From an optimization exercise on the open Yosys and OpenROAD flow, aimed at a short achievable clock period and few clock cycles per item; shortcuts taken in it are not production practice.
RTL that was checked went through simulation tests only; none was proved equivalent to the original.
Function not checked in runs 1, 2, 4 and 6: the RTL went through the layout flow alone.
No activity file was given, so power comes from the tool's default toggle rates.

==> flow/design.v <==
`default_nettype none
package pipe_pkg;
    localparam logic [4:0] OP_RTYPE = 5'd0;
    localparam logic [4:0] OP_J     = 5'd1;
    localparam logic [4:0] OP_BNE   = 5'd2;
    localparam logic [4:0] OP_ADDI  = 5'd5;
    localparam logic [4:0] OP_BLT   = 5'd6;
    localparam logic [4:0] OP_SW    = 5'd7;
    localparam logic [4:0] OP_LW    = 5'd8;
endpackage
`default_nettype wire
`timescale 1ns/1ns
`default_nettype none
module pfx_add #(
    parameter int W = 32
) (
    input  wire logic [W-1:0] a_i,
    input  wire logic [W-1:0] b_i,
    input  wire logic         c_i,
    output logic [W-1:0]      s_o
);
    localparam int LV = $clog2(W);
    logic [(LV+1)*W-1:0] g;
    logic [(LV+1)*W-1:0] p;
    logic [W-1:0]        c;
    for (genvar i = 0; i < W; i++) begin : g_bit
        if (i == 0) begin : g_lsb
            assign g[i] = (a_i[i] & b_i[i]) | ((a_i[i] | b_i[i]) & c_i);
        end else begin : g_up
            assign g[i] = a_i[i] & b_i[i];
        end
        assign p[i] = a_i[i] | b_i[i];
    end
    for (genvar l = 0; l < LV; l++) begin : g_lvl
        for (genvar i = 0; i < W; i++) begin : g_node
            if (i >= (1 << l)) begin : g_comb
                assign g[(l+1)*W+i] = g[l*W+i] | (p[l*W+i] & g[l*W+i-(1<<l)]);
                assign p[(l+1)*W+i] = p[l*W+i] & p[l*W+i-(1<<l)];
            end else begin : g_pass
                assign g[(l+1)*W+i] = g[l*W+i];
                assign p[(l+1)*W+i] = p[l*W+i];
            end
        end
    end
    assign c[0] = c_i;
    for (genvar i = 1; i < W; i++) begin : g_carry
        assign c[i] = g[LV*W+i-1];
    end
    assign s_o = (a_i ^ c) ^ b_i;
endmodule
module slt32 (
    input  wire logic [31:0] x_i,
    input  wire logic [31:0] y_i,
    output logic             lt_o
);
    logic [31:0] xs;
    logic [31:0] yn;
    logic [62:0] g;    
    logic [62:0] p;
    assign xs = {~x_i[31], x_i[30:0]};
    assign yn = ~{~y_i[31], y_i[30:0]};
    for (genvar i = 0; i < 32; i++) begin : g_leaf
        assign g[i] = xs[i] & yn[i];
        assign p[i] = xs[i] | yn[i];
    end
    for (genvar i = 0; i < 16; i++) begin : g_l1
        assign g[32+i] = g[2*i+1] | (p[2*i+1] & g[2*i]);
        assign p[32+i] = p[2*i+1] & p[2*i];
    end
    for (genvar i = 0; i < 8; i++) begin : g_l2
        assign g[48+i] = g[32+2*i+1] | (p[32+2*i+1] & g[32+2*i]);
        assign p[48+i] = p[32+2*i+1] & p[32+2*i];
    end
    for (genvar i = 0; i < 4; i++) begin : g_l3
        assign g[56+i] = g[48+2*i+1] | (p[48+2*i+1] & g[48+2*i]);
        assign p[56+i] = p[48+2*i+1] & p[48+2*i];
    end
    for (genvar i = 0; i < 2; i++) begin : g_l4
        assign g[60+i] = g[56+2*i+1] | (p[56+2*i+1] & g[56+2*i]);
        assign p[60+i] = p[56+2*i+1] & p[56+2*i];
    end
    assign g[62] = g[61] | (p[61] & g[60]);
    assign p[62] = p[61] & p[60];
    assign lt_o = !(g[62] | p[62]);
endmodule
module alu (
    input  wire logic [31:0] a_i,
    input  wire logic [31:0] b_i,
    input  wire logic [4:0]  shamt_i,
    input  wire logic        add_i,
    input  wire logic        sub_i,
    input  wire logic        and_i,
    input  wire logic        or_i,
    input  wire logic        sll_i,
    input  wire logic        sra_i,
    output logic [31:0]      result_o
);
    logic [31:0] sum;
    logic [31:0] shl;
    logic [31:0] shr;
    pfx_add #(.W(32)) u_add (
        .a_i (a_i),
        .b_i (b_i ^ {32{sub_i}}),
        .c_i (sub_i),
        .s_o (sum)
    );
    assign shl = a_i << shamt_i;
    assign shr = $signed(a_i) >>> shamt_i;
    assign result_o = ({32{add_i | sub_i}} & sum)
                    | ({32{and_i}} & (a_i & b_i))
                    | ({32{or_i}}  & (a_i | b_i))
                    | ({32{sll_i}} & shl)
                    | ({32{sra_i}} & shr);
endmodule
`default_nettype wire
`timescale 1ns/1ns
`default_nettype none
module processor (
    input  wire logic             clock_i,
    input  wire logic             reset_i,
    output logic [31:0]           imem_addr_o,
    input  wire logic [31:0]      imem_data_i,
    output logic [31:0]           dmem_addr_o,
    output logic [31:0]           dmem_wdata_o,
    output logic                  dmem_wren_o,
    input  wire logic [31:0]      dmem_rdata_i,
    output logic                  rf_write_en_o,
    output logic [4:0]            rf_write_reg_o,
    output logic [31:0]           rf_write_data_o,
    output logic [4:0]            rf_read_reg_a_o,
    output logic [4:0]            rf_read_reg_b_o,
    input  wire logic [31:0]      rf_read_data_a_i,
    input  wire logic [31:0]      rf_read_data_b_i
);
    localparam int SHORT = 6;   
    logic [31:0] pc_q;
    logic        fd_v;
    logic [31:0] fd_ins;
    logic [4:0]  fd_rb;       
    logic [31:0] fd_pc;
    logic [31:0] fd_pc1;      
    logic        fd_hit;      
    logic        fd_pred;     
    logic        fd_rtype;
    logic        fd_addi;
    logic        fd_lw;
    logic        fd_lw_nz;    
    logic        fd_sw;
    logic        fd_br;       
    logic        fd_bne;
    logic        dx_v;
    logic        dx_wr;       
    logic        dx_ld;
    logic        dx_st;
    logic        dx_br;
    logic        dx_bne;
    logic        dx_pred;
    logic [4:0]  dx_rd;
    logic [31:0] dx_a;        
    logic [31:0] dx_b;        
    logic [31:0] dx_s;        
    logic        dx_fa;       
    logic        dx_fb;
    logic        dx_fs;
    logic [31:0] dx_alt;      
    logic [4:0]  dx_shamt;
    logic        dx_add, dx_sub, dx_and, dx_or, dx_sll, dx_sra;
    logic        xm_wr;       
    logic        xm_st;       
    logic        xm_ld;
    logic [4:0]  xm_rd;
    logic [31:0] xm_res;
    logic [31:0] xm_sd;
    logic        wb_en;
    logic [4:0]  wb_idx;
    logic [31:0] wb_data;
    logic        f_stall;     
    logic        redirect;    
    logic        d_redir;     
    logic [31:0] d_tgt;
    logic [4:0]  i_op;
    logic        i_j;
    logic        i_bne;
    logic        i_blt;
    logic        i_br;
    logic        i_rtype;
    logic [31:0] pc1;
    logic        i_pred;
    logic        i_short;     
    logic        i_take;
    logic [4:0]  i_rs;
    logic [4:0]  i_rb;
    logic        i_reads_a;
    logic        i_reads_b;
    logic [SHORT:0]    f_lo;
    logic [31-SHORT:0] pc_hi_p1;
    logic [31-SHORT:0] pc_hi_m1;
    assign i_op    = imem_data_i[31:27];
    assign i_j     = (i_op == pipe_pkg::OP_J);
    assign i_bne   = (i_op == pipe_pkg::OP_BNE);
    assign i_blt   = (i_op == pipe_pkg::OP_BLT);
    assign i_rtype = (i_op == pipe_pkg::OP_RTYPE);
    assign i_br    = (i_bne || i_blt) && (imem_data_i[16:0] != 17'd0);
    assign i_rs    = imem_data_i[21:17];
    assign i_rb    = i_rtype ? imem_data_i[16:12] : imem_data_i[26:22];
    assign i_reads_a = i_rtype || i_br || (i_op == pipe_pkg::OP_ADDI)
                       || (i_op == pipe_pkg::OP_LW) || (i_op == pipe_pkg::OP_SW);
    assign i_reads_b = i_rtype || i_br || (i_op == pipe_pkg::OP_SW);
    assign f_stall = fd_v && fd_lw_nz
                     && ((i_reads_a && i_rs == fd_ins[26:22]) || (i_reads_b && i_rb == fd_ins[26:22]));
    pfx_add #(.W(32)) u_pc1 (
        .a_i (pc_q),
        .b_i (32'd0),
        .c_i (1'b1),
        .s_o (pc1)
    );
    assign i_pred  = i_br && (i_bne || imem_data_i[16]);
    assign i_short = (imem_data_i[16:SHORT-1] == '0) || (imem_data_i[16:SHORT-1] == '1);
    assign i_take  = i_pred && i_short;
    pfx_add #(.W(SHORT+1)) u_f_lo (
        .a_i ({1'b0, pc1[SHORT-1:0]}),
        .b_i ({1'b0, imem_data_i[SHORT-1:0]}),
        .c_i (1'b0),
        .s_o (f_lo)
    );
    pfx_add #(.W(32-SHORT)) u_hi_p1 (
        .a_i (pc1[31:SHORT]),
        .b_i ('0),
        .c_i (1'b1),
        .s_o (pc_hi_p1)
    );
    pfx_add #(.W(32-SHORT)) u_hi_m1 (
        .a_i (pc1[31:SHORT]),
        .b_i ('1),
        .c_i (1'b0),
        .s_o (pc_hi_m1)
    );
    logic [31:0] pc_keep;
    logic        f_go;
    logic        s_keep, s_j, s_seq, s_lo, s_hp, s_hm;
    logic        f_c;
    assign pc_keep = reset_i ? '0 : redirect ? dx_alt : d_redir ? d_tgt : fd_pc1;
    assign f_go    = !reset_i && !redirect && !d_redir && !f_stall;
    assign f_c     = f_lo[SHORT];
    assign s_keep = !f_go;
    assign s_j    = f_go && i_j;
    assign s_seq  = f_go && !i_j && !i_take;
    assign s_lo   = f_go && i_take;                            
    assign s_hp   = f_go && i_take && f_c && !imem_data_i[16];   
    assign s_hm   = f_go && i_take && !f_c && imem_data_i[16];   
    always_ff @(posedge clock_i) begin
        pc_q[SHORT-1:0] <= ({SHORT{s_keep}} & pc_keep[SHORT-1:0])
                         | ({SHORT{s_j}}    & imem_data_i[SHORT-1:0])
                         | ({SHORT{s_seq}}  & pc1[SHORT-1:0])
                         | ({SHORT{s_lo}}   & f_lo[SHORT-1:0]);
        pc_q[31:SHORT]  <= ({(32-SHORT){s_keep}} & pc_keep[31:SHORT])
                         | ({(32-SHORT){s_j}}    & {5'd0, imem_data_i[26:SHORT]})
                         | ({(32-SHORT){s_seq || (s_lo && !s_hp && !s_hm)}} & pc1[31:SHORT])
                         | ({(32-SHORT){s_hp}}   & pc_hi_p1)
                         | ({(32-SHORT){s_hm}}   & pc_hi_m1);
    end
    always_ff @(posedge clock_i) begin
        fd_ins     <= imem_data_i;
        fd_rb      <= i_rb;
        fd_pc      <= pc_q;
        fd_pc1     <= pc1;
        fd_hit     <= i_take;
        fd_pred    <= i_pred;
        fd_rtype   <= i_rtype;
        fd_addi    <= (i_op == pipe_pkg::OP_ADDI);
        fd_lw      <= (i_op == pipe_pkg::OP_LW);
        fd_lw_nz   <= (i_op == pipe_pkg::OP_LW) && (imem_data_i[26:22] != 5'd0);
        fd_sw      <= (i_op == pipe_pkg::OP_SW);
        fd_br      <= i_br;
        fd_bne     <= i_bne;
        if (reset_i || redirect || d_redir) begin
            fd_v <= 1'b0;
        end else begin
            fd_v <= !i_j && !f_stall;
        end
    end
    assign imem_addr_o = pc_q;
    logic [4:0]  rs;
    logic [4:0]  rd;
    logic [4:0]  fn;
    logic        use_imm;
    logic        d_wr;
    logic [31:0] m_val;
    logic [31:0] val_a;
    logic [31:0] val_b;
    logic [31:0] imm;
    assign rs  = fd_ins[21:17];
    assign rd  = fd_ins[26:22];
    assign fn  = fd_ins[6:2];
    assign imm = {{15{fd_ins[16]}}, fd_ins[16:0]};
    assign rf_read_reg_a_o = rs;
    assign rf_read_reg_b_o = fd_rb;
    assign use_imm = fd_addi || fd_lw || fd_sw;
    assign d_wr    = (fd_rtype || fd_addi || fd_lw) && (rd != 5'd0);
    pfx_add #(.W(32)) u_tgt (
        .a_i (fd_pc),
        .b_i (imm),
        .c_i (1'b1),
        .s_o (d_tgt)
    );
    assign m_val = xm_ld ? dmem_rdata_i : xm_res;
    assign val_a = (xm_wr && xm_rd == rs)    ? m_val
                 : (wb_en && wb_idx == rs)   ? wb_data
                 : rf_read_data_a_i;
    assign val_b = (xm_wr && xm_rd == fd_rb)  ? m_val
                 : (wb_en && wb_idx == fd_rb) ? wb_data
                 : rf_read_data_b_i;
    assign d_redir = fd_v && fd_pred && !fd_hit;
    always_ff @(posedge clock_i) begin
        dx_wr    <= d_wr;
        dx_ld    <= fd_lw;
        dx_st    <= fd_sw;
        dx_br    <= fd_br;
        dx_bne   <= fd_bne;
        dx_pred  <= fd_pred;
        dx_rd    <= rd;
        dx_a     <= val_a;
        dx_b     <= use_imm ? imm : val_b;
        dx_s     <= val_b;
        dx_fa    <= dx_v && dx_wr && dx_rd == rs;
        dx_fb    <= dx_v && dx_wr && dx_rd == fd_rb && !use_imm;
        dx_fs    <= dx_v && dx_wr && dx_rd == fd_rb;
        dx_alt   <= fd_pred ? fd_pc1 : d_tgt;
        dx_shamt <= fd_ins[11:7];
        dx_add   <= use_imm || (fd_rtype && fn == 5'd0);
        dx_sub   <= fd_rtype && fn == 5'd1;
        dx_and   <= fd_rtype && fn == 5'd2;
        dx_or    <= fd_rtype && fn == 5'd3;
        dx_sll   <= fd_rtype && fn == 5'd4;
        dx_sra   <= fd_rtype && fn == 5'd5;
        if (reset_i) begin
            dx_v <= 1'b0;
        end else begin
            dx_v <= fd_v && !redirect;
        end
    end
    logic [31:0] op_a;
    logic [31:0] op_b;
    logic [31:0] op_s;
    logic [31:0] alu_res;
    logic        taken;
    assign op_a = dx_fa ? xm_res : dx_a;
    assign op_b = dx_fb ? xm_res : dx_b;
    assign op_s = dx_fs ? xm_res : dx_s;
    alu u_alu (
        .a_i      (op_a),
        .b_i      (op_b),
        .shamt_i  (dx_shamt),
        .add_i    (dx_add),
        .sub_i    (dx_sub),
        .and_i    (dx_and),
        .or_i     (dx_or),
        .sll_i    (dx_sll),
        .sra_i    (dx_sra),
        .result_o (alu_res)
    );
    logic lt_rr, lt_rm, lt_mr;
    logic gt_rr, gt_rm, gt_mr;
    logic t_rr, t_rm, t_mr;
    slt32 u_lt_rr (.x_i(dx_s),   .y_i(dx_a),   .lt_o(lt_rr));
    slt32 u_lt_rm (.x_i(dx_s),   .y_i(xm_res), .lt_o(lt_rm));
    slt32 u_lt_mr (.x_i(xm_res), .y_i(dx_a),   .lt_o(lt_mr));
    slt32 u_gt_rr (.x_i(dx_a),   .y_i(dx_s),   .lt_o(gt_rr));
    slt32 u_gt_rm (.x_i(xm_res), .y_i(dx_s),   .lt_o(gt_rm));
    slt32 u_gt_mr (.x_i(dx_a),   .y_i(xm_res), .lt_o(gt_mr));
    assign t_rr = lt_rr || (dx_bne && gt_rr);
    assign t_rm = lt_rm || (dx_bne && gt_rm);
    assign t_mr = lt_mr || (dx_bne && gt_mr);
    always_comb begin
        case ({dx_fs, dx_fa})
            2'b00:   taken = t_rr;
            2'b01:   taken = t_rm;
            2'b10:   taken = t_mr;
            default: taken = 1'b0;   
        endcase
    end
    assign redirect = dx_v && dx_br && (taken != dx_pred);
    always_ff @(posedge clock_i) begin
        xm_ld  <= dx_ld;
        xm_rd  <= dx_rd;
        xm_res <= alu_res;
        xm_sd  <= op_s;
        if (reset_i) begin
            xm_wr <= 1'b0;
            xm_st <= 1'b0;
        end else begin
            xm_wr <= dx_v && dx_wr;
            xm_st <= dx_v && dx_st;
        end
    end
    assign dmem_addr_o  = xm_res;
    assign dmem_wdata_o = xm_sd;
    assign dmem_wren_o  = xm_st;
    always_ff @(posedge clock_i) begin
        wb_idx  <= xm_rd;
        wb_data <= m_val;
        if (reset_i) begin
            wb_en <= 1'b0;
        end else begin
            wb_en <= xm_wr;
        end
    end
    assign rf_write_en_o   = wb_en;
    assign rf_write_reg_o  = wb_idx;
    assign rf_write_data_o = wb_data;
endmodule
`default_nettype wire
==> flow/run.sh <==
#!/bin/bash
# synth_recipe.tcl (not shown) runs the flow's synth.tcl, then flattens the netlist and writes it again
# the make line also repeats each setting of config.mk as NAME=value (left out here)
make -C /OpenROAD-flow-scripts/flow DESIGN_CONFIG=/design/flow/config.mk WORK_HOME=/design/flow/orfs CLKGATE_MAP_FILE= SYNTH_SCRIPT=/design/flow/synth_recipe.tcl finish
==> flow/config.mk <==
export PLATFORM = sky130hd
export DESIGN_NAME = processor
export DESIGN_NICKNAME = processor
export VERILOG_FILES = /design/flow/design.v
export SDC_FILE = /design/flow/constraint.sdc
export NUM_CORES = 4
export LEC_CHECK = 0
export ABC_AREA = 1
export CAP_MARGIN = 20
export CORE_MARGIN = 2
export CORE_UTILIZATION = 40
export SETUP_SLACK_MARGIN = 4.5
export SLEW_MARGIN = 20
==> flow/constraint.sdc <==
create_clock -name core_clock -period 7.0 [get_ports {clock_i}]
set_input_delay 1.4000 -clock core_clock [delete_from_list [all_inputs] [get_ports {clock_i}]]
set_output_delay 1.4000 -clock core_clock [all_outputs]
set_load 0.01 [all_outputs]
==> reports/metrics.yaml, run 1 <==
status: "no timing/DRC/antenna violations"
layout_commonest_cell: "nand2_1"
tns_ps: 0
p_comb_frac: 0.265
p_int_mw: 4.72
rsz0062_at_grt: "true"
wirelength_mm: 120
hold_path.class: "register to register"
tritoncts: "yes"
grt_max_degree: 67
place_inst: 5497
diodes: 0
clk-insertion-delay-late_ps: 600
syn_to_final_growth_pct: 40.5
pre_cts_ws_ps: 1900
synth_ff_type: "dfxtp_1"
whs_ps: 335
hpwl_mm: 88.0
antenna_found_initial: 0
postSynthAreaPerCell_um2: 5.93
maxCapViolations: 0
start_util: 0.404
gp_congestion: 0.978
setup_violations: 0
yosysWarningCount: 1
cts_buffers: 46
seqPwrFrac: 0.363
cts-root-buf: "clkbuf_16"
first_iter_violations: 2710
firstDrtPassIters: 6
clock_skew_ps: 35.8
syn-cell-area_um2: 26600
drc: 0
drive_above_1_share: 0.254
grt_pass1_wl_mm: 175
p_leak_nw: 17.9
arrival_ps: 3930
max_freq_mhz: 290
power.density_nw_per_um2: 188
ant_nets: 0
synth_nets: 4627
hold_buffers: 0
h-tree-depth: 2
crit_fanout: 6
grt_pass1_vias: 29700
wire_per_inst_um: 20.4
cp-end-kind: "register"
port_buffers: 274
path_class: "input port to register"
clk_pin_slew_worst_paths_ps: 60
syn_inst: 4489
drv_slew: 0
synth_cell_type_count: 59
switching_share: 0.329
synthTopCellsByArea: "dfxtp_1, nand2_1, o21ai_0, inv_1, nor2_1"
maxSlewHeadroom: 0.313
track_usage: 0.335
vias: 31600
worstMarginPinSlew_ps: 1020
total_switching_power_mw: 2.32
synth-edff-count: 0
core_area_um2: 65900
synthArstFlopShare: 0
hold_viol: 0
clkPwrFrac: 0.372
avgViaCountPerCell: 5.37
cts_buffer_depth: 3
clock_sinks: 402
final_core_util: 0.568
peakVddDrop_mv: 0.210
seq_area_frac_synth: 0.302
overflow: 0
cp_data_required_time_ps: 7480
fin_ws_ps: 3550
fill_cells: 6508
fin_crit_sh: 0.493
core.rowCount: 94
startpoint_type: "input port"
final_cell_count_no_fill: 5885
ys_ff_latch: 402
synth_top_area_frac: 0.302
ios: 275
die_area_um2: 68600
die-width_um: 262
layout_common_cells: "nand2_1, inv_1, o21ai_0"
die_y_um: 262
fin_nets: 5122
yosysTopAreaCell: "dfxtp_1"
post-route-min-period_ps: 3450
-- registers in the layout, summed over array words and instances (netlist names), 27 cells and up --
signal / cells
wb_data: 32
xm_res: 32
pc_q: 32
fd_ins: 27
fd_pc: 32
xm_sd: 32
dx_b: 32
dx_s: 32
dx_alt: 32
fd_pc1: 32
dx_a: 32
-- synth_stat cells, drive strengths merged (10+ instances only) --
cell / number
nand2: 1458
o21ai: 626
inv: 590
dfxtp: 402
nor2: 396
nand3: 233
a21oi: 116
xor2: 111
clkbuf: 102
nor3: 72
nand4: 71
buf: 65
or2: 44
o211ai: 41
a31oi: 21
nor4: 21
xnor2: 18
a221oi: 12
o22ai: 12
nand3b: 10
-- critical path, stage by stage --
cell and delay (ps):
clkdlybuf4s15_2 250, nor3_2 230, nand4_1 370, nand2_1 210, nand3b_1 160, o21ai_2 160
nand2_2 80, a21oi_4 240, buf_6 140, a21oi_4 70, bufbuf_16 300, nand3_1 70
nand2_1 60, nor2_1 100, nand3_1 80
-- final cells by class --
cell class	instances	area, um^2	share of cell area
inverter	593	2280	0.0610
clock buffer	55	1220	0.0328
tap	864	1080	0.0289
timing repair inverter	3	17.5	0.000468
timing repair buffer	606	5760	0.154
sequential	402	8360	0.223
clock inverter	30	408	0.0109
multi-input combinational	3332	18300	0.489
-- per-layer routing --
layer	share of wire	GRT usage	vias up
met5	0	0	-
met4	0.068	0.202	0
met3	0.055	0.0339	377
met2	0.51	0.612	1250
met1	0.37	0.376	14600
li1	-	-	15400
-- cells by family after synthesis --
family	synth area share
AOI/OAI and AO/OA	0.177
xor gates and xnor gates	0.0438
adders and majority gates	0.00461
buffers and inverters	0.110
DFF	0.302
muxes	0.00226
and+or+nand+nor	0.360
-- power by group through the flow --
stage	Combinational, mW	Clock (mW)	Sequential, mW
after floorplan	0.882	0	2.57
after global placement	1.42	0	2.62
after detailed placement	1.41	0	2.62
after CTS	1.69	2.64	2.55
after global routing	2.02	2.74	2.57
final	1.87	2.61	2.55
-- metrics by stage --
step                      instance area (um^2)  power, mW
after floorplan                          26800       3.46
after CTS                                35800       6.88
after global placement                   30100       4.04
final                                    37400       7.03
after detailed placement                 30100       4.03
after global routing                     37400       7.33
-- timing repair --
item	in CTS	in global routing
gates cloned	18	1
setup buffers	213	71
endpoints found under the setup margin	265	189
pin swaps	152	137
gates resized for setup	1508	323
-- path summary, 6_finish.rpt --
kind	cells after the start	startpoint	to	slack [ps]
setup / recovery	15	imem_data_i[6]	pc_q[21]	3550
hold / removal	0	dx_ld	xm_ld	340
setup reg to reg	22	pc_q[0]	pc_q[26]	3790
hold reg to reg	0	dx_ld	xm_ld	340
==> run 2: changes to the inputs <==
--- a/flow/design.v
+++ b/flow/design.v
@@ -34,5 +34,9 @@
     for (genvar l = 0; l < LV; l++) begin : g_lvl
         for (genvar i = 0; i < W; i++) begin : g_node
-            if (i >= (1 << l)) begin : g_comb
+            if (l == 0 && i == 1) begin : g_bit1
+                assign g[W+i] = g[i] | (p[i] & a_i[0] & b_i[0])
+                              | (p[i] & a_i[0] & c_i) | (p[i] & b_i[0] & c_i);
+                assign p[W+i] = p[i] & p[i-1];
+            end else if (i >= (1 << l)) begin : g_comb
                 assign g[(l+1)*W+i] = g[l*W+i] | (p[l*W+i] & g[l*W+i-(1<<l)]);
                 assign p[(l+1)*W+i] = p[l*W+i] & p[l*W+i-(1<<l)];
@@ -208,5 +212,6 @@
     assign i_reads_b = i_rtype || i_br || (i_op == pipe_pkg::OP_SW);
     assign f_stall = fd_v && fd_lw_nz
-                     && ((i_reads_a && i_rs == fd_ins[26:22]) || (i_reads_b && i_rb == fd_ins[26:22]));
+                     && (i_rs == fd_ins[26:22] || imem_data_i[16:12] == fd_ins[26:22]
+                         || imem_data_i[26:22] == fd_ins[26:22]);
     pfx_add #(.W(32)) u_pc1 (
         .a_i (pc_q),
==> reports/metrics.yaml, run 2 <==
cts_buffers: 45  # -2.2%
worstMarginPinSlew_ps: 1080  # +60.5 ps
clock_skew_ps: 31.9  # -3.95 ps
path_class: "input port to register"
drc: 0  # unchanged
clk_pin_slew_worst_paths_ps: 60  # about the same
p_comb_frac: 0.273  # +0.008
syn_to_final_growth_pct: 41.1
syn_inst: 4454  # -0.78%
seq_area_frac_synth: 0.299  # -0.00370
setup_violations: 0  # unchanged
vias: 31500  # -0.34%
avgViaCountPerCell: 5.38  # +0.21%
fin_crit_sh: 0.420  # -0.0729
first_iter_violations: 2496  # -7.9%
hpwl_mm: 87.3  # -0.90%
ant_nets: 0  # unchanged
layout_common_cells: "nand2_1, inv_1, o21ai_0"
hold_path.class: "register to register"
firstDrtPassIters: 6  # unchanged
wire_per_inst_um: 20.6  # +0.75%
drv_slew: 0  # unchanged
synth_ff_type: "dfxtp_1"
grt_pass1_vias: 29600  # -0.31%
yosysTopAreaCell: "dfxtp_1"
place_inst: 5465  # -0.58%
die-width_um: 264  # +0.61%
ios: 275  # unchanged
core_area_um2: 66900  # +1.6%
maxCapViolations: 0  # unchanged
clk-insertion-delay-late_ps: 610  # about the same
fin_nets: 5081  # -0.80%
gp_congestion: 0.958  # -2.1%
die_area_um2: 69500  # +1.2%
synth_cell_type_count: 73  # +24%
postSynthAreaPerCell_um2: 6.05  # +2.0%
post-synth-top-count-cell: "nand2_1"
diodes: 0  # unchanged
port_buffers: 274  # unchanged
ys_ff_latch: 402  # unchanged
switching_share: 0.329  # -0.000475
ff_latch_area_um2: 8450  # +1.2%
grt_max_degree: 72  # +7.5%
synthArstFlopShare: 0  # unchanged
status: "no timing/DRC/antenna violations"
fill_cells: 6544  # +0.55%
synthTopCellsByArea: "dfxtp_1, nand2_1, o21ai_0, inv_1, nor2_1"
wirelength_mm: 120  # +0.20%
start_util: 0.403  # -0.00145
layout_commonest_cell: "nand2_1"
syn-cell-area_um2: 27000  # +1.2%
core.rowCount: 95  # +1.1%
grt_pass1_wl_mm: 175  # about the same
maxSlewHeadroom: 0.276  # -0.0362
max_freq_mhz: 340  # +17%
clkPwrFrac: 0.368  # -0.004
synth_nets: 4589  # -0.82%
post-route-min-period_ps: 2940  # -511 ps
track_usage: 0.327  # -0.00776
clock_sinks: 402  # unchanged
yosysWarningCount: 1  # unchanged
hold_buffers: 0  # unchanged
yosys-top-cells-count: "nand2_1, o21ai_0, inv_1, nor2_1, dfxtp_1"
synth-edff-count: 0  # unchanged
cp_data_required_time_ps: 7530  # +50 ps
power.density_nw_per_um2: 187  # -0.47%
tns_ps: 0  # unchanged
hold_viol: 0  # unchanged
tritoncts: "yes"
total_switching_power_mw: 2.34  # +1.1%
h-tree-depth: 2  # unchanged
peakVddDrop_mv: 0.172  # -18%
synth_top_area_frac: 0.299  # -0.00370
p_int_mw: 4.78  # +1.3%
arrival_ps: 3470  # -460 ps
p_leak_nw: 18.0  # +0.53%
startpoint_type: "input port"
final_cell_count_no_fill: 5853  # -0.54%
multiInputGateArea_um2: 19200  # +4.8%
cts-root-buf: "clkbuf_16"
die_y_um: 264  # +0.61%
crit_fanout: 6  # unchanged
cts_buffer_depth: 3  # unchanged
drive_above_1_share: 0.290  # +0.0360
overflow: 0  # unchanged
cp-end-kind: "register"
rsz0062_at_grt: "true"
antenna_found_initial: 0  # unchanged
seqPwrFrac: 0.359  # -0.004
run 2: stage by stage:
stage	power, mW	area, um^2	setup WS, ps	utilization	hold slack [ps]
floorplan	3.50	27100	4120	-	310
finish	7.12	38000	4060	0.568	332
detailed placement	4.06	30300	2390	0.453	321
global placement	4.07	30300	2410	0.453	317
CTS	6.91	35700	4210	0.533	332
global route	7.40	38000	3970	0.568	339
run 2: timing repair:
item                       in CTS  in global routing
gates resized for setup      1469                481
pin swaps                     172                186
setup buffers                 194                 90
cloned                         21                  2
setup endpoints to repair     250                192
run 2: power by group through the flow:
stage	sequential (mW)	combinational, mW	clock (mW)
after floorplan	2.58	0.921	0
after global routing	2.57	2.09	2.74
after detailed placement	2.62	1.44	0
final	2.56	1.94	2.62
after global placement	2.62	1.45	0
after CTS	2.55	1.72	2.64
run 2: routing by layer:
metal | vias up | track usage | wire length [um]
met5 | - | 0 | 0
met2 | 1205 | 0.605 | 60800
met3 | 426 | 0.0350 | 5610
met1 | 14500 | 0.354 | 44700
li1 | 15300 | - | -
met4 | 0 | 0.211 | 9300
run 2: kinds of logic (layout without fill, tap and decap cells):
group                      Yosys count  after routing  share of synthesized area
muxes                                8              8                    0.00297
adders and majority gates            5              5                    0.00232
AOI/OAI and AO/OA                  876            876                      0.181
buffers and inverters              721           1240                      0.106
DFF                                402            402                      0.299
xor gates and xnor gates           150            150                     0.0519
and+or+nand+nor                   2292           2299                      0.357
run 2: layout make-up:
type                       instances  area share
multi-input combinational       3338       0.504
sequential                       402       0.222
timing repair buffer             599       0.144
inverter                         557      0.0577
clock buffer                      64      0.0341
tap                              873      0.0287
clock inverter                    17     0.00885
timing repair inverter             3    0.000592
run 2: worst max-delay path: stages:
cell,delay [ps]
dlygate4sd2_1,300
xnor2_1,150
nand4_1,140
o311ai_4,150
a31oi_4,300
nand3_4,160
nor2_4,270
buf_6,160
nand2_8,120
nand2_8,170
nand2_2,70
nand3_2,70
run 2: final timing paths:
| path | start | to | slack [ps] | cells after the start |
|---|---|---|---|---|
| setup / recovery | imem_data_i[25] | pc_q[20] | 4060 | 12 |
| hold / removal | dx_ld | xm_ld | 330 | 0 |
| setup reg to reg | dx_a[28] | pc_q[20] | 4130 | 18 |
| hold reg to reg | dx_ld | xm_ld | 330 | 0 |
==> run 3: changes to the inputs <==
--- a/flow/design.v
+++ b/flow/design.v
@@ -20,5 +20,5 @@
     output logic [W-1:0]      s_o
 );
-    localparam int LV = $clog2(W);
+    localparam int LV = (W <= 2) ? 1 : (W <= 4) ? 2 : (W <= 8) ? 3 : (W <= 16) ? 4 : (W <= 32) ? 5 : 6;
     logic [(LV+1)*W-1:0] g;
     logic [(LV+1)*W-1:0] p;
==> reports/metrics.yaml, run 3 <==
grt_pass1_vias: 29600  # unchanged
power.density_nw_per_um2: 187  # unchanged
hold_path.class: "register to register"
worstMarginPinSlew_ps: 1080  # unchanged
post-synth-top-count-cell: "nand2_1"
setup_violations: 0  # unchanged
rsz0062_at_grt: "true"
p_leak_nw: 18.0  # unchanged
cts_buffer_depth: 3  # unchanged
seq_area_frac_synth: 0.299  # unchanged
synth-edff-count: 0  # unchanged
maxCapViolations: 0  # unchanged
firstDrtPassIters: 6  # unchanged
synth_nets: 4589  # unchanged
postSynthAreaPerCell_um2: 6.05  # unchanged
syn_to_final_growth_pct: 41.1  # unchanged
yosys-top-cells-count: "nand2_1, o21ai_0, inv_1, nor2_1, dfxtp_1"
grt_pass1_wl_mm: 175  # unchanged
cts_buffers: 45  # unchanged
whs_ps: 332  # unchanged
port_buffers: 274  # unchanged
fin_nets: 5081  # unchanged
wirelength_mm: 120  # unchanged
cts-root-buf: "clkbuf_16"
die_area_um2: 69500  # unchanged
path_class: "input port to register"
power_mw: 7.12  # unchanged
h-tree-depth: 2  # unchanged
peakVddDrop_mv: 0.172  # unchanged
layout_commonest_cell: "nand2_1"
clk_pin_slew_worst_paths_ps: 60  # about the same
post-route-min-period_ps: 2940  # unchanged
endpoint: "pc_q[20]"
synth_top_area_frac: 0.299  # unchanged
antenna_found_initial: 0  # unchanged
vias: 31500  # unchanged
clk-insertion-delay-late_ps: 610  # about the same
r2r-end: "pc_q[20]"
max_freq_mhz: 340  # unchanged
clock_sinks: 402  # unchanged
reg2reg_from: "dx_a[28]"
layout_common_cells: "nand2_1, inv_1, o21ai_0"
core_area_um2: 66900  # unchanged
hold_buffers: 0  # unchanged
startpoint: "imem_data_i[25]"
crit_fanout: 6  # unchanged
tritoncts: "yes"
start_util: 0.403  # unchanged
overflow: 0  # unchanged
die-width_um: 264  # unchanged
hpwl_mm: 87.3  # unchanged
synth_ff_type: "dfxtp_1"
diodes: 0  # unchanged
cp_data_required_time_ps: 7530  # about the same
fin_crit_sh: 0.420  # unchanged
syn_inst: 4454  # unchanged
cp-end-kind: "register"
gp_congestion: 0.958  # unchanged
arrival_ps: 3470  # about the same
wire_per_inst_um: 20.6  # unchanged
clock_skew_ps: 31.9  # unchanged
track_usage: 0.327  # unchanged
yosysTopAreaCell: "dfxtp_1"
synth_cell_type_count: 73  # unchanged
ys_ff_latch: 402  # unchanged
final_core_util: 0.568  # unchanged
rrSetupSlack_ps: 4130  # about the same
synthArstFlopShare: 0  # unchanged
drc: 0  # unchanged
hold_viol: 0  # unchanged
avgViaCountPerCell: 5.38  # unchanged
syn-cell-area_um2: 27000  # unchanged
startpoint_type: "input port"
die_y_um: 264  # unchanged
first_iter_violations: 2496  # unchanged
synthTopCellsByArea: "dfxtp_1, nand2_1, o21ai_0, inv_1, nor2_1"
drive_above_1_share: 0.290  # unchanged
rr_worst_depth: 18  # unchanged
grt_max_degree: 72  # unchanged
maxSlewHeadroom: 0.276  # unchanged
tns_ps: 0  # unchanged
yosysWarningCount: 1  # unchanged
core.rowCount: 95  # unchanged
drv_slew: 0  # unchanged
ios: 275  # unchanged
ant_nets: 0  # unchanged
status: "no timing/DRC/antenna violations"
[run 3: cell counts in the layout (fill, tap and decap cells not counted)]
Identical to the previous run, type by type.
[run 3: power by group]
part | switching [mW] | internal (mW) | leakage (nW)
Clock | 1.03 | 1.59 | 0.785
Combinational | 1.18 | 0.763 | 13.8
Sequential | 0.134 | 2.42 | 3.40
[run 3: worst min-delay path by stage]
| stage | slack [ps] | from | depth (start not counted) | endpoint |
|---|---|---|---|---|
| floorplan | 310 | fd_bne | 0 | dx_bne |
| global placement | 320 | dx_ld | 0 | xm_ld |
| detailed placement | 320 | dx_ld | 0 | xm_ld |
| CTS | 330 | dx_ld | 0 | xm_ld |
| global route | 340 | dx_ld | 0 | xm_ld |
| finish | 330 | dx_ld | 0 | xm_ld |
[run 3: per-stage QoR]
stage               cell area, um^2  std cells  worst slack (ps)
CTS                           35700       5761              4210
detailed placement            30300       5465              2390
global route                  38000       5853              3970
global placement              30300       5465              2410
floorplan                     27100       4454              4120
finish                        38000       5853              4060
[run 3: cells by family (layout without fill, tap and decap cells)]
logic type,count (synthesis),count (layout),share of synthesized area
buf+inv,721,1240,0.106
compound gates,876,876,0.181
fa+ha+maj,5,5,0.00232
flops,402,402,0.299
mux,8,8,0.00297
simple gates,2292,2299,0.357
xor+xnor,150,150,0.0519
[run 3: layout make-up]
type	instances	area, um^2
Clock inverter	17	337
Fill cell	6544	28900
Timing Repair inverter	3	22.5
Tap cell	873	1090
Clock buffer	64	1300
Sequential cell	402	8450
Timing Repair Buffer	599	5490
Inverter	557	2190
Multi-Input combinational cell	3338	19200
[run 3: worst max-delay path, stage by stage]
cell and delay, ps:
dlygate4sd2_1 300, xnor2_1 150, nand4_1 140, o311ai_4 150, a31oi_4 300, nand3_4 160, nor2_4 270, buf_6 160
nand2_8 120, nand2_8 170, nand2_2 70, nand3_2 70
[run 3: timing repair]
item / in CTS / in global routing
gates cloned: 21 / 2
setup buffers: 194 / 90
resized for setup: 1469 / 481
pin swaps: 172 / 186
endpoints found under the setup margin: 250 / 192
[run 3: metal layers]
layer	vias up	wire length, um	global-route usage
li1	15300	-	-
met1	14500	44700	0.354
met2	1205	60800	0.605
met3	426	5610	0.0350
met4	0	9300	0.211
met5	-	0	0
Testbench counts of run 3, summed over its fixed seeds: cycles 20,727, instrs 18,352.
==> run 4: changes to the inputs <==
--- a/flow/design.v
+++ b/flow/design.v
@@ -20,5 +20,5 @@
     output logic [W-1:0]      s_o
 );
-    localparam int LV = (W <= 2) ? 1 : (W <= 4) ? 2 : (W <= 8) ? 3 : (W <= 16) ? 4 : (W <= 32) ? 5 : 6;
+    localparam int LV = $clog2(W);
     logic [(LV+1)*W-1:0] g;
     logic [(LV+1)*W-1:0] p;
==> flow/flow/run.sh (new file) <==
#!/bin/bash
# The standard layout, with faster cells as the port buffers (ORFS's
# buffer_ports otherwise picks a delay cell, which repair_timing does not
# always resize). Every tool's output goes to a log file of its own.
set -euo pipefail
bash standard.sh "BUFFER_PORTS_ARGS=-buffer_cell sky130_fd_sc_hd__buf_6" finish > standard_flow.log 2>&1
==> flow/standard.sh (new file) <==
#!/bin/bash
# synth_recipe.tcl (not shown) runs the flow's synth.tcl, then flattens the netlist and writes it again
# the make line also repeats each setting of config.mk as NAME=value (left out here)
make -C /OpenROAD-flow-scripts/flow DESIGN_CONFIG=/design/flow/config.mk WORK_HOME=/design/flow/orfs CLKGATE_MAP_FILE= SYNTH_SCRIPT=/design/flow/synth_recipe.tcl "${@:-finish}"
removed: flow/run.sh
==> reports/metrics.yaml, run 4 <==
status: "no timing/DRC/antenna violations"
diodes: 0  # unchanged
path_class: "input port to register"
avgViaCountPerCell: 5.37  # -0.22%
grt_max_degree: 72  # unchanged
max_freq_mhz: 343  # +0.99%
startpoint_type: "input port"
core.rowCount: 95  # unchanged
die_area_um2: 69500  # unchanged
clk-insertion-delay-late_ps: 610  # about the same
critPathBufInv: 5  # +3
clock_sinks: 402  # unchanged
drive_above_1_share: 0.317  # +0.0279
met1_usage: 0.353  # -0.00186
grt_pass1_vias: 30000  # +1.2%
cts-root-buf: "clkbuf_16"
maxSlewHeadroom: 0.317  # +0.0404
ys_ff_latch: 402  # unchanged
wire_per_inst_um: 20.7  # +0.41%
start_util: 0.403  # unchanged
fin_nets: 5118  # +0.73%
post-route-min-period_ps: 2910  # -28.9 ps
hold_viol: 0  # unchanged
syn-cell-area_um2: 27000  # unchanged
die-width_um: 264  # unchanged
grt_pass1_wl_mm: 176  # +0.68%
yosys-top-cells-count: "nand2_1, o21ai_0, inv_1, nor2_1, dfxtp_1"
drc: 0  # unchanged
worstMarginPinSlew_ps: 1020  # -60.5 ps
synth-edff-count: 0  # unchanged
antenna_found_initial: 0  # unchanged
arrival_ps: 3380  # -90 ps
layout_commonest_cell: "nand2_1"
syn_to_final_growth_pct: 44.9
ant_nets: 0  # unchanged
clk_pin_slew_worst_paths_ps: 60  # about the same
hp-start: "dx_ld"
cp_slowest_stage_delay_ps: 250  # -50 ps
cts_buffers: 46  # +2.2%
overflow: 0  # unchanged
track_usage: 0.330  # +0.00273
whs_ps: 330  # -2.22 ps
startpoint: "imem_data_i[9]"
h-tree-depth: 2  # unchanged
cts_buffer_depth: 3  # unchanged
drv_slew: 0  # unchanged
cp_common_cell: "nand2_4"
grt_util_met2: 0.607  # +0.00250
hold_path.class: "register to register"
wirelength_mm: 122  # +1.1%
synthArstFlopShare: 0  # unchanged
layout_common_cells: "nand2_1, inv_1, o21ai_0"
first_iter_violations: 2583  # +3.5%
vias: 31600  # +0.48%
p_leak_nw: 18.4  # +2.5%
fin_ws_ps: 4090  # +28.9 ps
post-synth-top-count-cell: "nand2_1"
yosysTopAreaCell: "dfxtp_1"
power_mw: 7.26  # +2.0%
die_y_um: 264  # unchanged
gp_congestion: 0.987  # +3.1%
synthTopCellsByArea: "dfxtp_1, nand2_1, o21ai_0, inv_1, nor2_1"
cp_slowest_cell: "nand3b_1"
yosysWarningCount: 1  # unchanged
syn_inst: 4454  # unchanged
synth_cell_type_count: 73  # unchanged
grt-busiest-layer: "met2"
synth_top_area_frac: 0.299  # unchanged
tns_ps: 0  # unchanged
seq_area_frac_synth: 0.299  # unchanged
peakVddDrop_mv: 0.140  # -19%
design_area_um2: 39100  # +2.7%
reg2reg_from: "dx_fb"
tritoncts: "yes"
synth_nets: 4589  # unchanged
ios: 275  # unchanged
core_area_um2: 66900  # unchanged
placed_area_um2: 30700  # +1.2%
maxCapViolations: 0  # unchanged
clock_skew_ps: 36.9  # +5.04 ps
fin_crit_sh: 0.416  # -0.00413
pre_cts_ws_ps: 2720  # +326 ps
synth_ff_type: "dfxtp_1"
port_buffers: 274  # unchanged
cp_cell_sequence: "buf_8 -> nor2_4 -> nand2_4 -> nor3_2 -> nand4_1 -> nand3b_1 -> nand4_1 -> inv_1 -> o21ai_1 -> inv_1 -> nand2_4 -> nor2_4 -> buf_12 -> buf_8 -> nand2_8 -> nand2_8 -> nand2_4 -> nand3_2"
postSynthAreaPerCell_um2: 6.05  # unchanged
use_met3: 0.0329  # -0.00206
hpwl_mm: 88.8  # +1.8%
cp-end-kind: "register"
crit_fanout: 6  # unchanged
rsz0062_at_grt: "true"
power.density_nw_per_um2: 186  # -0.70%
cp_data_required_time_ps: 7470  # -60 ps
setup_violations: 0  # unchanged
crit_family: "simple AND/OR/NAND/NOR gates"
firstDrtPassIters: 6  # unchanged
hold_buffers: 0  # unchanged
==> run 4: repair_timing <==
item                                   in CTS  in global routing
buffers inserted                          216                103
resized for setup                         789                399
setup endpoints to repair                 191                161
pin swaps                                 156                210
endpoints found under the hold margin       0                  0
cloned                                     17                  6
==> run 4: cell type report <==
class	count	area, um^2
clock buffer	55	1230
timing repair buffer	637	6640
clock inverter	31	445
fill	6415	27900
multi-input combinational	3337	19000
timing repair inverter	2	12.5
sequential	402	8470
inverter	557	2170
tap	873	1090
==> run 4: metrics by stage <==
step	util	cells
global route	0.584	5894
CTS	0.552	5785
floorplan	-	4454
global placement	0.459	5466
detailed placement	0.459	5466
finish	0.584	5894
==> run 4: logic make-up after synthesis <==
group           Yosys count  synth area share
simple gates           2292             0.357
compound gates          876             0.181
buf+inv                 721             0.106
flops                   402             0.299
xor+xnor                150            0.0519
mux                       8           0.00297
fa+ha+maj                 5           0.00232
==> run 4: worst reg2reg max path, stage by stage (launching register included) <==
cell	delay, ps
dfxtp_4	420
buf_12	150
buf_6	100
buf_8	110
nor2_4	40
a21oi_4	200
nand2_2	120
o21ai_4	90
nand2_2	90
nand3_2	70
nand2_2	70
o21ai_2	200
nand2_2	110
buf_4	140
buf_4	120
buf_4	130
o211ai_1	230
nand3_1	110
nand2_1	70
o2111ai_1	120
==> run 4: report_power, final <==
part / total, mW / switching (mW) / internal [mW]
registers: 2.56 / 0.135 / 2.42
clock network: 2.69 / 1.08 / 1.61
logic: 2.01 / 1.17 / 0.834
==> run 4: path summary, 6_finish.rpt <==
check              end  slack [ps]  cells after the start
max            pc_q[9]        4090                     18
min              xm_ld         330                      0
max reg2reg  xm_res[9]        4150                     19
min reg2reg      xm_ld         330                      0
==> run 4: layer usage <==
layer | up-vias | routed length, um
li1 | 15400 | -
met1 | 14700 | 44700
met2 | 1142 | 61800
met3 | 418 | 5170
met4 | 0 | 10100
met5 | - | 0
==> run 5: changes to the inputs <==
--- a/flow/design.v
+++ b/flow/design.v
@@ -20,5 +20,5 @@
     output logic [W-1:0]      s_o
 );
-    localparam int LV = $clog2(W);
+    localparam int LV = (W <= 2) ? 1 : (W <= 4) ? 2 : (W <= 8) ? 3 : (W <= 16) ? 4 : (W <= 32) ? 5 : 6;
     logic [(LV+1)*W-1:0] g;
     logic [(LV+1)*W-1:0] p;
@@ -175,8 +175,10 @@
     logic [4:0]  xm_rd;
     logic [31:0] xm_res;
+    logic [31:0] xm_addr;     
     logic [31:0] xm_sd;
     logic        wb_en;
     logic [4:0]  wb_idx;
     logic [31:0] wb_data;
+    logic [31:0] wb_out;      
     logic        f_stall;     
     logic        redirect;    
@@ -242,9 +244,10 @@
     );
     logic [31:0] pc_keep;
+    logic [31:0] pc_nx;
     logic        f_go;
     logic        s_keep, s_j, s_seq, s_lo, s_hp, s_hm;
     logic        f_c;
-    assign pc_keep = reset_i ? '0 : redirect ? dx_alt : d_redir ? d_tgt : fd_pc1;
-    assign f_go    = !reset_i && !redirect && !d_redir && !f_stall;
+    assign pc_keep = d_redir ? d_tgt : fd_pc1;
+    assign f_go    = !d_redir && !f_stall;
     assign f_c     = f_lo[SHORT];
     assign s_keep = !f_go;
@@ -254,14 +257,19 @@
     assign s_hp   = f_go && i_take && f_c && !imem_data_i[16];   
     assign s_hm   = f_go && i_take && !f_c && imem_data_i[16];   
+    assign pc_nx[SHORT-1:0] = ({SHORT{s_keep}} & pc_keep[SHORT-1:0])
+                            | ({SHORT{s_j}}    & imem_data_i[SHORT-1:0])
+                            | ({SHORT{s_seq}}  & pc1[SHORT-1:0])
+                            | ({SHORT{s_lo}}   & f_lo[SHORT-1:0]);
+    assign pc_nx[31:SHORT]  = ({(32-SHORT){s_keep}} & pc_keep[31:SHORT])
+                            | ({(32-SHORT){s_j}}    & {5'd0, imem_data_i[26:SHORT]})
+                            | ({(32-SHORT){s_seq || (s_lo && !s_hp && !s_hm)}} & pc1[31:SHORT])
+                            | ({(32-SHORT){s_hp}}   & pc_hi_p1)
+                            | ({(32-SHORT){s_hm}}   & pc_hi_m1);
     always_ff @(posedge clock_i) begin
-        pc_q[SHORT-1:0] <= ({SHORT{s_keep}} & pc_keep[SHORT-1:0])
-                         | ({SHORT{s_j}}    & imem_data_i[SHORT-1:0])
-                         | ({SHORT{s_seq}}  & pc1[SHORT-1:0])
-                         | ({SHORT{s_lo}}   & f_lo[SHORT-1:0]);
-        pc_q[31:SHORT]  <= ({(32-SHORT){s_keep}} & pc_keep[31:SHORT])
-                         | ({(32-SHORT){s_j}}    & {5'd0, imem_data_i[26:SHORT]})
-                         | ({(32-SHORT){s_seq || (s_lo && !s_hp && !s_hm)}} & pc1[31:SHORT])
-                         | ({(32-SHORT){s_hp}}   & pc_hi_p1)
-                         | ({(32-SHORT){s_hm}}   & pc_hi_m1);
+        if (reset_i) begin
+            pc_q <= '0;
+        end else begin
+            pc_q <= redirect ? dx_alt : pc_nx;
+        end
     end
     always_ff @(posedge clock_i) begin
@@ -390,4 +398,5 @@
         xm_rd  <= dx_rd;
         xm_res <= alu_res;
+        xm_addr <= (dx_ld || dx_st) ? alu_res : '0;
         xm_sd  <= op_s;
         if (reset_i) begin
@@ -399,5 +408,5 @@
         end
     end
-    assign dmem_addr_o  = xm_res;
+    assign dmem_addr_o  = xm_addr;
     assign dmem_wdata_o = xm_sd;
     assign dmem_wren_o  = xm_st;
@@ -405,4 +414,5 @@
         wb_idx  <= xm_rd;
         wb_data <= m_val;
+        wb_out  <= xm_wr ? m_val : '0;
         if (reset_i) begin
             wb_en <= 1'b0;
@@ -413,5 +423,5 @@
     assign rf_write_en_o   = wb_en;
     assign rf_write_reg_o  = wb_idx;
-    assign rf_write_data_o = wb_data;
+    assign rf_write_data_o = wb_out;
 endmodule
 `default_nettype wire
==> reports/metrics.yaml, run 5 <==
fin_nets: 5718  # +12%
layout_common_cells: "nand2_1, inv_1, nor2_1"
overflow: 0  # unchanged
synth_nets: 5280  # +15%
core_area_um2: 74200  # +11%
maxCapViolations: 0  # unchanged
startpoint_type: "input port"
firstDrtPassIters: 8  # +2
hold_viol: 0  # unchanged
gp_congestion: 1.03  # +3.9%
setup_violations: 0  # unchanged
synth_cell_type_count: 55  # -25%
post-route-min-period_ps: 2790  # -119 ps
cp_slowest_cell: "nor3_4"
ys_ff_latch: 466  # +16%
wire_per_inst_um: 21.4  # +3.5%
die_y_um: 277  # +5.2%
port_buffers: 274  # unchanged
synthTopCellsByArea: "dfxtp_1, nand2_1, o21ai_0, inv_1, nor2_1"
yosysTopAreaCell: "dfxtp_1"
cts_buffers: 53  # +15%
multiInputGateArea_um2: 20800  # +9.4%
whs_ps: 333  # +3.27 ps
antenna_found_initial: 1  # +1
placed_area_um2: 33900  # +10%
cp_slowest_stage_delay_ps: 270  # +20 ps
clk_pin_slew_worst_paths_ps: 60  # about the same
cts-root-buf: "clkbuf_16"
grt_pass1_vias: 33000  # +10%
syn_inst: 5145  # +16%
avgViaCountPerCell: 5.43  # +1.1%
start_util: 0.403  # about the same
tritoncts: "yes"
peakVddDrop_mv: 0.178  # +28%
rrSetupSlack_ps: 4260  # +110 ps
track_usage: 0.343  # +0.0128
cp_cell_sequence: "buf_8 -> clkinvlp_4 -> nor3_4 -> nand3_1 -> nand2_1 -> inv_2 -> nor2_4 -> buf_4 -> nand3_4 -> nor2_4 -> buf_4 -> nand3_1 -> nand3_1 -> nor2_1 -> nand2_1 -> nand2_1 -> nor2_1"
status: "no timing/DRC/antenna violations"
syn_to_final_growth_pct: 41.5
postSynthAreaPerCell_um2: 5.81  # -4.1%
first_iter_violations: 3129  # +21%
syn-cell-area_um2: 29900  # +11%
die-width_um: 277  # +5.2%
path_class: "input port to register"
clock_sinks: 466  # +16%
wirelength_mm: 141  # +16%
rsz0062_at_grt: "true"
yosys-top-cells-count: "nand2_1, inv_1, nor2_1, o21ai_0, dfxtp_1"
hold_path.class: "register to register"
vias: 35800  # +13%
maxSlewHeadroom: 0.332  # +0.0149
core.rowCount: 100  # +5.3%
cp_data_required_time_ps: 7590  # +120 ps
post-synth-top-count-cell: "nand2_1"
synth_top_area_frac: 0.312  # +0.0138
die_area_um2: 76900  # +11%
grt_max_degree: 65  # -9.7%
cts_buffer_depth: 3  # unchanged
arrival_ps: 3380  # about the same
drv_slew: 0  # unchanged
h-tree-depth: 2  # unchanged
clk-insertion-delay-late_ps: 660  # +50 ps
synth-edff-count: 0  # unchanged
layout_commonest_cell: "nand2_1"
cp-end-kind: "register"
design_area_um2: 42300  # +8.2%
clock_skew_ps: 37.8  # +0.931 ps
drive_above_1_share: 0.284  # -0.0334
crit_fanout: 8  # +2
yosysWarningCount: 1  # unchanged
drc: 0  # unchanged
seq_area_frac_synth: 0.312  # +0.0138
power.density_nw_per_um2: 191  # +2.5%
hpwl_mm: 105  # +18%
fill_cells: 7244  # +13%
power_mw: 8.05  # +11%
ios: 275  # unchanged
ff_latch_area_um2: 9650  # +14%
grt_pass1_wl_mm: 201  # +14%
tns_ps: 0  # unchanged
hold_buffers: 0  # unchanged
fin_crit_sh: 0.399  # -0.0169
synth_ff_type: "dfxtp_1"
p_leak_nw: 20.5  # +11%
ant_nets: 0  # unchanged
synthArstFlopShare: 0  # unchanged
worstMarginPinSlew_ps: 993  # -30.4 ps
max_freq_mhz: 358  # +4.2%
-- run 5: cell types whose count changed after synthesis, sizes merged, moves of 17 or more --
| cell | delta |
|---|---|
| nor2 | +144 |
| nand3 | +108 |
| xor2 | -77 |
| nor3 | -17 |
| dfxtp | +64 |
| nand2 | +412 |
| o21ai | -35 |
| o211ai | +22 |
| inv | +102 |
-- run 5: power breakdown --
part	switching (mW)	internal [mW]	leakage [nW]
clock network	1.26	2.04	1.01
logic	1.16	0.677	15.5
registers	0.126	2.78	3.91
-- run 5: timing repair --
action	in CTS	in global routing
resized for setup	680	672
pin swaps	114	285
gates cloned	14	9
setup buffers	122	99
setup endpoints to repair	212	242
-- run 5: final timing paths --
path                    from  cells after the start          to
max          imem_data_i[15]                     17    pc_q[19]
max reg2reg            dx_fa                     15  xm_res[25]
min reg2reg            fd_br                      0       dx_br
min                    fd_br                      0       dx_br
-- run 5: layout make-up --
type,instances,share of cell area
Multi-Input combinational cell,3856,0.492
Antenna cell,1,0.0000592
Tap cell,969,0.0287
Clock buffer,66,0.0354
Sequential cell,466,0.228
Timing Repair inverter,3,0.000533
Timing Repair Buffer,555,0.141
Clock inverter,32,0.0138
Inverter,648,0.0604
-- run 5: critical path: cells and delay by family --
family	cells	cell delay (ps)
and+or+nand+nor	12	1420
buffers and inverters	5	560
-- run 5: per-layer routing --
metal / vias up / routed length, um / GRT usage
li1: 17300 / - / -
met1: 16600 / 52000 / 0.379
met2: 1480 / 69800 / 0.627
met3: 476 / 7680 / 0.0367
met4: 0 / 11500 / 0.213
met5: - / 0 / 0
-- run 5: cells by family (layout without fill, tap and decap cells) --
kind of cell	count (synthesis)	in the layout	synth area share
simple gates	2930	2931	0.403
compound gates	846	846	0.154
buf+inv	824	1304	0.106
flops	466	466	0.312
xor+xnor	67	67	0.0199
mux	7	7	0.00235
fa+ha+maj	5	5	0.00209
other cells	0	1	0
-- run 5: metrics by stage --
step	worst slack, ps	cells	util
final	4210	6596	0.570
after detailed placement	2930	6253	0.457
after global routing	4110	6595	0.570
after floorplan	4100	5145	-
after CTS	4290	6487	0.527
after global placement	2930	6253	0.457
Testbench counts of run 5, summed over its fixed seeds: cycles 20,727, instrs 18,352.
==> run 6: changes to the inputs <==
--- a/flow/design.v
+++ b/flow/design.v
@@ -197,6 +197,4 @@
     logic [4:0]  i_rs;
     logic [4:0]  i_rb;
-    logic        i_reads_a;
-    logic        i_reads_b;
     logic [SHORT:0]    f_lo;
     logic [31-SHORT:0] pc_hi_p1;
@@ -210,10 +208,9 @@
     assign i_rs    = imem_data_i[21:17];
     assign i_rb    = i_rtype ? imem_data_i[16:12] : imem_data_i[26:22];
-    assign i_reads_a = i_rtype || i_br || (i_op == pipe_pkg::OP_ADDI)
-                       || (i_op == pipe_pkg::OP_LW) || (i_op == pipe_pkg::OP_SW);
-    assign i_reads_b = i_rtype || i_br || (i_op == pipe_pkg::OP_SW);
     assign f_stall = fd_v && fd_lw_nz
-                     && (i_rs == fd_ins[26:22] || imem_data_i[16:12] == fd_ins[26:22]
-                         || imem_data_i[26:22] == fd_ins[26:22]);
+                     && ((i_rs == fd_ins[26:22] && (i_rtype || i_bne || i_blt || i_op == pipe_pkg::OP_ADDI
+                                                    || i_op == pipe_pkg::OP_LW || i_op == pipe_pkg::OP_SW))
+                         || (imem_data_i[16:12] == fd_ins[26:22] && i_rtype)
+                         || (imem_data_i[26:22] == fd_ins[26:22] && (i_bne || i_blt || i_op == pipe_pkg::OP_SW)));
     pfx_add #(.W(32)) u_pc1 (
         .a_i (pc_q),
==> reports/metrics.yaml, run 6 <==
status: "no timing/DRC/antenna violations"
design_area_um2: 42700  # +1.2%
setup_violations: 0  # unchanged
ios: 275  # unchanged
fin_nets: 5677  # -0.72%
overflow: 0  # unchanged
core_area_um2: 73100  # -1.5%
synth-edff-count: 0  # unchanged
rsz0062_at_grt: "true"
wirelength_mm: 137  # -2.9%
post-route-min-period_ps: 2860  # +64.6 ps
yosys-top-cells-count: "nand2_1, inv_1, nor2_1, o21ai_0, dfxtp_1"
grt_pass1_wl_mm: 195  # -3.0%
drc: 0  # unchanged
vias: 35300  # -1.3%
yosysTopAreaCell: "dfxtp_1"
syn-cell-area_um2: 29600  # -0.85%
cp_cell_sequence: "buf_6 -> inv_8 -> nand2_1 -> nand4_1 -> nor2_1 -> nand2_1 -> nand3_4 -> buf_4 -> a21oi_4 -> nand2_4 -> o21ai_1 -> nor2_1 -> nand3_1 -> nor2_1 -> nand2_1 -> nand2_1 -> nor2_1"
synth_nets: 5197  # -1.6%
antenna_found_initial: 2  # +1
arrival_ps: 3410  # +30 ps
fin_ws_ps: 4140  # -64.6 ps
syn_inst: 5062  # -1.6%
path_class: "input port to register"
cts_buffers: 53  # unchanged
p_leak_nw: 20.6  # +0.73%
power.density_nw_per_um2: 180  # -5.5%
cp_data_required_time_ps: 7550  # -40 ps
grt-busiest-layer: "met2"
use_met3: 0.0400  # +0.00325
max_freq_mhz: 350  # -2.3%
h-tree-depth: 2  # unchanged
tns_ps: 0  # unchanged
grt_max_degree: 69  # +6.2%
core.rowCount: 99  # -1.0%
clk_pin_slew_worst_paths_ps: 60  # about the same
clk-insertion-delay-late_ps: 630  # -30 ps
synthTopCellsByArea: "dfxtp_1, nand2_1, o21ai_0, inv_1, nor2_1"
layout_commonest_cell: "nand2_1"
cts-root-buf: "clkbuf_16"
grt_util_met2: 0.607  # -0.0199
first_iter_violations: 2987  # -4.5%
post-synth-top-count-cell: "nand2_1"
synth_ff_type: "dfxtp_1"
yosysWarningCount: 1  # unchanged
hold_buffers: 0  # unchanged
worstMarginPinSlew_ps: 902  # -91.0 ps
drive_above_1_share: 0.297  # +0.0128
postSynthAreaPerCell_um2: 5.85  # +0.78%
power_mw: 7.69  # -4.4%
die_y_um: 276  # -0.42%
hpwl_mm: 99.9  # -4.8%
layout_common_cells: "nand2_1, inv_1, nor2_1"
hold_viol: 0  # unchanged
die_area_um2: 76200  # -0.84%
final_cell_count_no_fill: 6544  # -0.79%
pre_cts_ws_ps: 2100  # -829 ps
placed_area_um2: 33600  # -0.92%
crit_fanout: 8  # unchanged
start_util: 0.405  # +0.00266
die-width_um: 276  # -0.42%
gp_congestion: 1.01  # -1.4%
maxCapViolations: 0  # unchanged
track_usage: 0.333  # -0.0100
ant_nets: 0  # unchanged
peakVddDrop_mv: 0.209  # +17%
tritoncts: "yes"
synthArstFlopShare: 0  # unchanged
maxSlewHeadroom: 0.398  # +0.0668
grt_pass1_vias: 32600  # -1.4%
met1_usage: 0.366  # -0.0136
cp-end-kind: "register"
seq_area_frac_synth: 0.315  # +0.00268
hold_path.class: "register to register"
firstDrtPassIters: 23  # +15
cts_buffer_depth: 3  # unchanged
syn_to_final_growth_pct: 44.4
cp_slowest_cell: "a21oi_4"
ys_ff_latch: 466  # unchanged
clock_sinks: 466  # unchanged
clock_skew_ps: 21.2  # -16.6 ps
wire_per_inst_um: 20.9  # -2.1%
place_inst: 6161  # -1.5%
startpoint_type: "input port"
synth_cell_type_count: 53  # -3.6%
avgViaCountPerCell: 5.40  # -0.50%
drv_slew: 0  # unchanged
synth_top_area_frac: 0.315  # +0.00268
cp_slowest_stage_delay_ps: 270  # about the same
port_buffers: 274  # unchanged
fin_crit_sh: 0.408  # +0.00923
## run 6: changes by cell type after synthesis, moves of 7 or more
| cell | before | now |
|---|---|---|
| nor3_1 | 31 | 42 |
| clkbuf_1 | 116 | 109 |
| a21oi_1 | 130 | 139 |
| o211ai_1 | 60 | 39 |
| xor2_1 | 45 | 72 |
| and2_1 | 19 | 8 |
| nand2_1 | 1815 | 1774 |
| inv_1 | 628 | 644 |
| nand4_1 | 61 | 48 |
| nor2_1 | 582 | 536 |
| nand2_2 | 18 | 30 |
| o21ai_0 | 541 | 494 |
| o21ai_1 | 24 | 45 |
## run 6: worst paths after layout
| check | start | depth (start not counted) | slack (ps) | to |
|---|---|---|---|---|
| max | imem_data_i[16] | 17 | 4140 | pc_q[17] |
| min | fd_bne | 0 | 330 | dx_bne |
| max reg2reg | fd_pred | 17 | 4190 | pc_q[22] |
| min reg2reg | fd_bne | 0 | 330 | dx_bne |
## run 6: area by class of cell
type                    count  area [um^2]
repair inverters            3         22.5
clock buffers              73         1510
diodes                      2         5.00
clock inverters            23          313
well taps                 959         1200
fillers                  7127        30300
flip-flops and latches    466         9610
repair buffers            587         6570
inverters                 667         2590
multi-input cells        3764        20900
## run 6: logic make-up (layout without fill, tap and decap cells)
| group | Yosys count | in the layout | synth area share |
|---|---|---|---|
| xor gates and xnor gates | 90 | 90 | 0.0266 |
| muxes | 6 | 6 | 0.00203 |
| AOI/OAI and AO/OA | 820 | 820 | 0.151 |
| adders and majority gates | 5 | 5 | 0.00211 |
| buffers and inverters | 835 | 1353 | 0.110 |
| other | 0 | 2 | 0 |
| and+or+nand+nor | 2840 | 2843 | 0.394 |
| DFF | 466 | 466 | 0.315 |
## run 6: per-layer routing
| metal | vias up | share of wire |
|---|---|---|
| met4 | 0 | 0.078 |
| met1 | 16400 | 0.37 |
| met2 | 1475 | 0.50 |
| met5 | - | 0 |
| li1 | 17000 | - |
| met3 | 465 | 0.059 |
## run 6: power breakdown
| group | switching (mW) | total, mW | internal [mW] | leakage [nW] |
|---|---|---|---|---|
| logic | 1.15 | 1.84 | 0.689 | 15.8 |
| registers | 0.133 | 2.92 | 2.79 | 3.90 |
| clock network | 1.23 | 2.93 | 1.71 | 0.885 |
| total | 2.51 | 7.69 | 5.18 | 20.6 |
## run 6: timing repair
| item | 4_1_cts | 5_1_grt |
|---|---|---|
| setup endpoints to repair | 226 | 201 |
| gates resized for setup | 657 | 706 |
| gates cloned | 17 | 9 |
| buffers inserted | 154 | 105 |
| pin swaps | 134 | 277 |
## run 6: critical path: cells and delay by family
kind	cells	cell delay [ps]
AO/OA/AOI/OAI	2	530
buffers and inverters	3	420
AND/OR/NAND/NOR	12	1040
## run 6: stage by stage
step | util | hold slack (ps)
2_1_floorplan | - | 310
3_3_place_gp | 0.460 | 312
3_5_place_dp | 0.460 | 320
4_1_cts | 0.535 | 334
5_1_grt | 0.585 | 335
6_report | 0.585 | 332

-- separate check: timing with driven ports --
Ports are ideal in the flow. The routed layouts listed here were re-timed in OpenROAD. Step 1 assumes that a clkbuf_16 drives the clock port and a buf_2 every other input. Step 2 times the ports against the registers' clock, not the clock port: input delays grow and output delays shrink by t, the midpoint of the rising clock arrivals with the driver on. a / b / c = no drivers / after step 1 / after step 2; a / b = the first two.
run	t (ns)	slack for setup (ns)	latest minus earliest clock arrival (ns)	pins driven straight from the clock port
run 1	0.652	3.549 / 3.578 / 2.926	0.037 / 0.036	1
run 2	0.663	4.060 / 4.103 / 3.440	0.033 / 0.032	1
run 3	0.663	4.060 / 4.103 / 3.440	0.033 / 0.032	1
run 4	0.661	4.089 / 4.116 / 3.455	0.037 / 0.037	1
run 5	0.708	4.207 / 4.195 / 3.487	0.039 / 0.039	1
run 6	0.694	4.143 / 4.157 / 3.464	0.023 / 0.023	1
After both steps setup and hold are still met in every run listed. For run 5, which loses most, drivers alone change the setup slack by -0.012 ns; drivers and shift together by -0.720 ns.
